Background: an optimization exercise with open tools, aiming at a short achievable clock period. Do not read the settings as production practice. RTL that was checked went through simulation tests only; none was proved equivalent to the original. The flow treats the clock pin as an ideal source. Dropping or thinning the clock tree relies on that and would not hold on a real chip. No activity file was given, so power comes from the tool's default toggle rates.

## tofpet_readout
module tofpet_readout (
	input  logic                         clkin_parallel,
	input  logic                         cpu_resetn,
	input  logic [6-1:0]  hit_valid,
	input  logic [6*32-1:0] hit_data,	 
	input  logic                         cmd_valid,
	input  logic [8:0]                   cmd,		 
	output logic                         cmd_credit,
	output logic                         res_valid,
	output logic [32+5:0]    res,		 
	input  logic                         res_credit
);
	localparam int CH = 6;
	localparam int W  = 32;
	localparam int HD = 8;
	localparam int CD = 4;
	localparam int RD = 4;
	localparam int RW = W + 6;
	localparam int CW = 3 + CH + HD + 2;	 
	logic              acc;			 
	logic              acc_n;		 
	logic              rv_n;		 
	logic [CH-1:0]     pop_q;		 
	logic [RW-1:0]     res_q;		 
	logic [CH-1:0]     rd_oh_nx;
	logic [CH-1:0]     pop_nx;		 
	logic              busy;		 
	logic              st_single;	 
	logic [CH-1:0]     rd_oh;		 
	logic [HD-1:0]     rem;			 
	logic [2:0]        chan_q;		 
  ...
Size: ~250 I/O pins, ~80000 um^2 of cells after synthesis.
Settings: LEC_CHECK=0, CAP_MARGIN=20, CORE_MARGIN=2, CORE_UTILIZATION=40, SETUP_SLACK_MARGIN=2.5, SLEW_MARGIN=20, TNS_END_PERCENT=100; clock period 4.0 ns.
standard.sh (not shown) runs the stock make flow with config.mk's settings and CLKGATE_MAP_FILE= SYNTH_SCRIPT=/design/flow/synth_recipe.tcl, a recipe that flattens the netlist after the stock synthesis.
==> flow/flow/run.sh <==
#!/bin/bash
set -euo pipefail
export PRE_CTS_TCL="$(pwd)/flow/pre_cts.tcl"
export BUFFER_PORTS_ARGS="-buffer_cell sky130_fd_sc_hd__buf_8"
bash standard.sh > flow.log 2>&1
Other scripts of this flow, unchanged in this note and not shown: flow/flow/pre_cts.tcl, flow/flow/tree.tcl
Rerun with:
--- a/flow/design.v
+++ b/flow/design.v
@@ -293,20 +293,20 @@
 	always_comb
 	begin
 		wdata = '0;
 		for (int i = 0; i < CH; i++)
 			wdata = wdata | h_head[i];
 		wdata = wdata | ws;
 	end
 	assign word = {st_single | ~rem[1], kind_q, chan_q, wdata};
 	logic [RD*RW-1:0]      re;
-	logic [2:0]            credits;
-	logic [2:0]            cr_dec;	 
+	logic [6:0]            ct;		 
+	logic [6:0]            ct_nx;
 	logic                  rv_nx;
 	assign rpop = ~rv_n;
 	logic [RD-1:0] rld;		 
 	logic [RD-1:0] rsh;		 
 	logic [RD-1:0] rld_nx;
 	logic [RD-1:0] rsh_nx;
 	for (genvar k = 0; k < RD; k++)
 	begin : g_r
 		if (k == RD-1) begin : g_last
@@ -324,20 +324,26 @@
 	always_comb
 	begin
 		if (rpush && !rpop)
 			rth_nx = {rth[RD-2:0], 1'b1};
 		else if (rpop && !rpush)
 			rth_nx = {1'b0, rth[RD-1:1]};
 		else
 			rth_nx = rth;
 	end
-	assign cr_dec = credits - {2'b0, rpop};
-	assign rv_nx  = rth_nx[0] & (res_credit ? (cr_dec != 3'd7) : (cr_dec != 3'd0));
+	always_comb
+		if (rpop && !res_credit)
+			ct_nx = {1'b0, ct[6:1]};
+		else if (res_credit && !rpop)
+			ct_nx = ct[6] ? 7'd0 : {ct[5:0], 1'b1};
+		else
+			ct_nx = ct;
+	assign rv_nx = rth_nx[0] & (res_credit ? (rpop | ~ct[6]) : (rpop ? ct[1] : ct[0]));
 	always_comb
 	begin
 		for (int k = 0; k < RD; k++)
 		begin
 			logic at_nx;
 			logic top_nx;
 			at_nx  = ((k == 0) ? 1'b1 : rth_nx[(k == 0) ? 0 : k-1]) & ~rth_nx[k];
 			top_nx = rth_nx[k] & ((k == RD-1) ? 1'b1 : ~rth_nx[(k == RD-1) ? k : k+1]);
 			rld_nx[k] = rv_nx ? top_nx : at_nx;
@@ -356,28 +362,28 @@
 	always_ff @(posedge clkin_parallel)
 	begin
 		if (!cpu_resetn)
 		begin
 			rth       <= '0;
 			rld       <= RD'(1);
 			rsh       <= '0;
 			rq_wn     <= 1'b0;
 			rq_sn     <= 1'b1;
-			credits   <= 3'(RD);
+			ct        <= 7'b0001111;
 			res_valid <= 1'b0;
 			rv_n      <= 1'b1;
 		end
 		else
 		begin
 			rth       <= rth_nx;
 			rld       <= rld_nx;
 			rsh       <= rsh_nx;
 			rq_wn     <= ~rld_nx[0];
 			rq_sn     <= ~rsh_nx[0];
-			credits   <= cr_dec + {2'b0, res_credit};
+			ct        <= ct_nx;
 			res_valid <= rv_nx;
 			rv_n      <= ~rv_nx;
 		end
 	end
 	assign res = res_q;
 endmodule
 `default_nettype wire
Result: The changed run completed with no timing, DRC or antenna violations. Global-route usage hardly moves. Sequential share of layout area fell by 0.53 points. Final area climbs by 0.94%. Via count goes up by 0.96%. Die area increases by 0.54%. Utilization grows by 0.32 points. Wire length rises by 1.0%. Final cell count went up by 0.36%.
Function not checked in the first run of this note: the RTL went through the layout flow alone. In every run of this note, the design's own scripts or RTL, not TritonCTS, make the clock network.

========
tofpet_readout, a different RTL version from the one above (not shown whole).
For scale: about 5,100 cells after synthesis, about 2,300 flip-flops, roughly 250 I/O pins, about 81,000 µm² of cells after synthesis.
export LEC_CHECK = 0
export CAP_MARGIN = 20
export CORE_MARGIN = 2
export CORE_UTILIZATION = 50
export PLACE_DENSITY = 0.65
export SETUP_SLACK_MARGIN = 2.2
export SLEW_MARGIN = 20
export TNS_END_PERCENT = 100
create_clock -name core_clock -period 4.0 [get_ports {clkin_parallel}]
Scripts as last shown in full above: flow/flow/run.sh
Other scripts of this flow, unchanged in this note and not shown: flow/flow/pre_cts.tcl, flow/flow/tree.tcl
==> next run, changes <==
--- a/flow/design.v
+++ b/flow/design.v
@@ -70,20 +70,21 @@
 	logic              err_q;		 
 	logic              rpush;		 
 	logic              rpop;		 
 	logic [RD-1:0]     rth;			 
 	logic [RD-1:0]     rth_nx;
 	logic [RW-1:0]     word;		 
 	logic [CH-1:0]         h_empty;
 	logic [CH-1:0]         h_full;
 	logic [CH-1:0]         ovf;
 	logic [CH-1:0][HD-1:0] h_th;
+	logic [CH-1:0][HD-1:0] h_th_nx;
 	logic [CH-1:0][W-1:0]  h_head;	 
 	logic [CH-1:0]         h_pop;
 	logic                  clr_ovf;
 	logic [CH*HD*W-1:0]    hmem;	 
 	logic [CH-1:0]         empty_nx;	 
 	logic [CH-1:0]         full_nx;
 	logic [CH-1:0]         ovf_nx;
 	assign clr_ovf = rpush & status_q;
 	for (genvar i = 0; i < CH; i++)
 	begin : g_ch
@@ -127,20 +128,21 @@
 			if (push && !pop)
 				th_nx = {th[HD-2:0], 1'b1};
 			else if (pop && !push)
 				th_nx = {1'b0, th[HD-1:1]};
 			else
 				th_nx = th;
 		assign empty_nx[i] = ~th_nx[0];
 		assign full_nx[i]  = th_nx[HD-1];
 		assign ovf_nx[i]   = (ovf[i] & ~clr_ovf) | (hit_valid[i] & th[HD-1]);
 		assign h_th[i]    = th;
+		assign h_th_nx[i] = th_nx;
 		logic [W-1:0]  head_nx;
 		logic [W-1:0]  hg;
 		assign rd_nx = pop ? {rd[HD-2:0], rd[HD-1]} : rd;
 		always_ff @(posedge clkin_parallel)
 			if (!cpu_resetn)
 				rsel <= HD'(1);
 			else
 				rsel <= pop_nx[i] ? {rd_nx[HD-2:0], rd_nx[HD-1]} : rd_nx;
 		always_comb
 		begin
@@ -213,33 +215,48 @@
 			cld_nx[k] = acc_nx ? top_nx : at_nx;
 			csh_nx[k] = acc_nx & ~top_nx & (k != CD-1);
 		end
 	end
 	logic [2:0]    h_ch;
 	logic [CH-1:0] h_oh;
 	logic [HD-1:0] h_cth;
 	logic          h_status;
 	logic          h_err;
 	assign {h_err, h_status, h_cth, h_oh, h_ch} = ce[CW-1:0];
-	logic [HD-1:0] sel_th;		 
 	logic [CH-1:0] go_oh;		 
+	logic [HD-1:0] rs_q;		 
+	logic [CW-1:0] ce0_nx;		 
+	logic [CH-1:0] go_nx;
+	logic [HD-1:0] sel_th_nx;	 
 	logic          done;		 
 	logic          busy_nx;
 	logic          cne_nx;		 
+	assign ce0_nx = cld[0] ? cin : (csh[0] ? ce[CW +: CW] : ce[CW-1:0]);
 	always_comb
 	begin
-		sel_th = '0;
+		sel_th_nx = '0;
 		for (int i = 0; i < CH; i++)
-			sel_th = sel_th | (h_th[i] & {HD{h_oh[i]}});
+			sel_th_nx = sel_th_nx | (h_th_nx[i] & {HD{ce0_nx[3+i]}});
 		for (int i = 0; i < CH; i++)
-			go_oh[i] = h_oh[i] & h_cth[0] & h_th[i][0];
+			go_nx[i] = ce0_nx[3+i] & ce0_nx[3+CH] & h_th_nx[i][0];
 	end
+	always_ff @(posedge clkin_parallel)
+		if (!cpu_resetn)
+		begin
+			go_oh <= '0;
+			rs_q  <= '0;
+		end
+		else
+		begin
+			go_oh <= go_nx;
+			rs_q  <= ce0_nx[3+CH +: HD] & sel_th_nx;
+		end
 	assign done    = rpush & (st_single | ~rem[1]);
 	assign busy_nx = acc | (busy & ~done);
 	assign cne_nx  = cpush | cth[1] | (cth[0] & ~acc);
 	logic          st_single_nx;
 	always_comb
 	begin
 		st_single_nx = st_single;
 		if (acc)
 			st_single_nx = ~|go_oh;
 		else if (done)
@@ -283,21 +300,21 @@
 			pop_q      <= pop_nx;
 			cth        <= cth_nx;
 			cld        <= cld_nx;
 			csh        <= csh_nx;
 		end
 	end
 	always_ff @(posedge clkin_parallel)
 	begin
 		if (acc)
 		begin
-			rem      <= h_cth & sel_th;		 
+			rem      <= rs_q;		 
 			chan_q   <= h_ch;
 			kind_q   <= {h_err, h_status};
 			status_q <= h_status;
 			err_q    <= h_err;
 		end
 		else if (rpush)
 			rem <= {1'b0, rem[HD-1:1]};
 	end
 	logic [W-1:0] wdata;
 	logic [W-1:0] ws;		 
The new run finished with timing, DRC and antenna clean. Power falls by a few percent. Die area went down slightly. Sequential power shrinks by a few percent. Critical path depth fell by 6. Cell area is lower slightly. Routed wire length stays flat. Sequential cell count rose by 13. Cell count drops by a few percent. Worst setup slack gains 0.023 ns. Area after synthesis went down slightly. Via count fell by a few percent. Maximum frequency rises slightly.
No run of this note takes its clock network from TritonCTS; it comes from the design's own scripts or RTL.

[static timing again, ports no longer ideal]
The results above use ideal ports. As a check the final layouts listed here were re-extracted and re-timed, cells and wires unchanged. Step 1 (the two cells are an assumption about what drives the block):
set clk [get_ports {clkin_parallel}]
set_driving_cell -lib_cell sky130_fd_sc_hd__clkbuf_16 $clk
set_driving_cell -lib_cell sky130_fd_sc_hd__buf_2 [delete_from_list [all_inputs] $clk]
Step 2, shift: input delay + t, output delay - t, t = (earliest + latest rising clock arrival at the registers) / 2. This alone moves slack from input paths to output paths. Three values: ideal ports, drivers, drivers and shift; two values: the first two.
run | t (ns) | slack for setup (ns) | worst hold slack (ns) | latest minus earliest clock arrival (ns) | worst slew at a driven data input, ns
the first run of note 1 | 0.792 | 2.056 / 1.943 / 1.853 | 0.390 / 0.248 / 0.431 | 0.036 / 0.036 | 0.20
the second run of note 1 | 0.775 | 2.135 / 1.967 / 1.781 | 0.395 / 0.255 / 0.434 | 0.034 / 0.032 | 0.19
the first run of note 2 | 0.742 | 2.141 / 1.987 / 1.653 | 0.429 / 0.288 / 0.469 | 0.034 / 0.034 | 0.27
the second run of note 2 | 0.734 | 2.164 / 1.981 / 1.568 | 0.428 / 0.299 / 0.475 | 0.024 / 0.023 | 0.18
After both steps setup and hold are still met in every run listed. The setup slack of the second run of note 2, which loses most, moves by -0.183 ns with the drivers and by -0.596 ns with both steps.
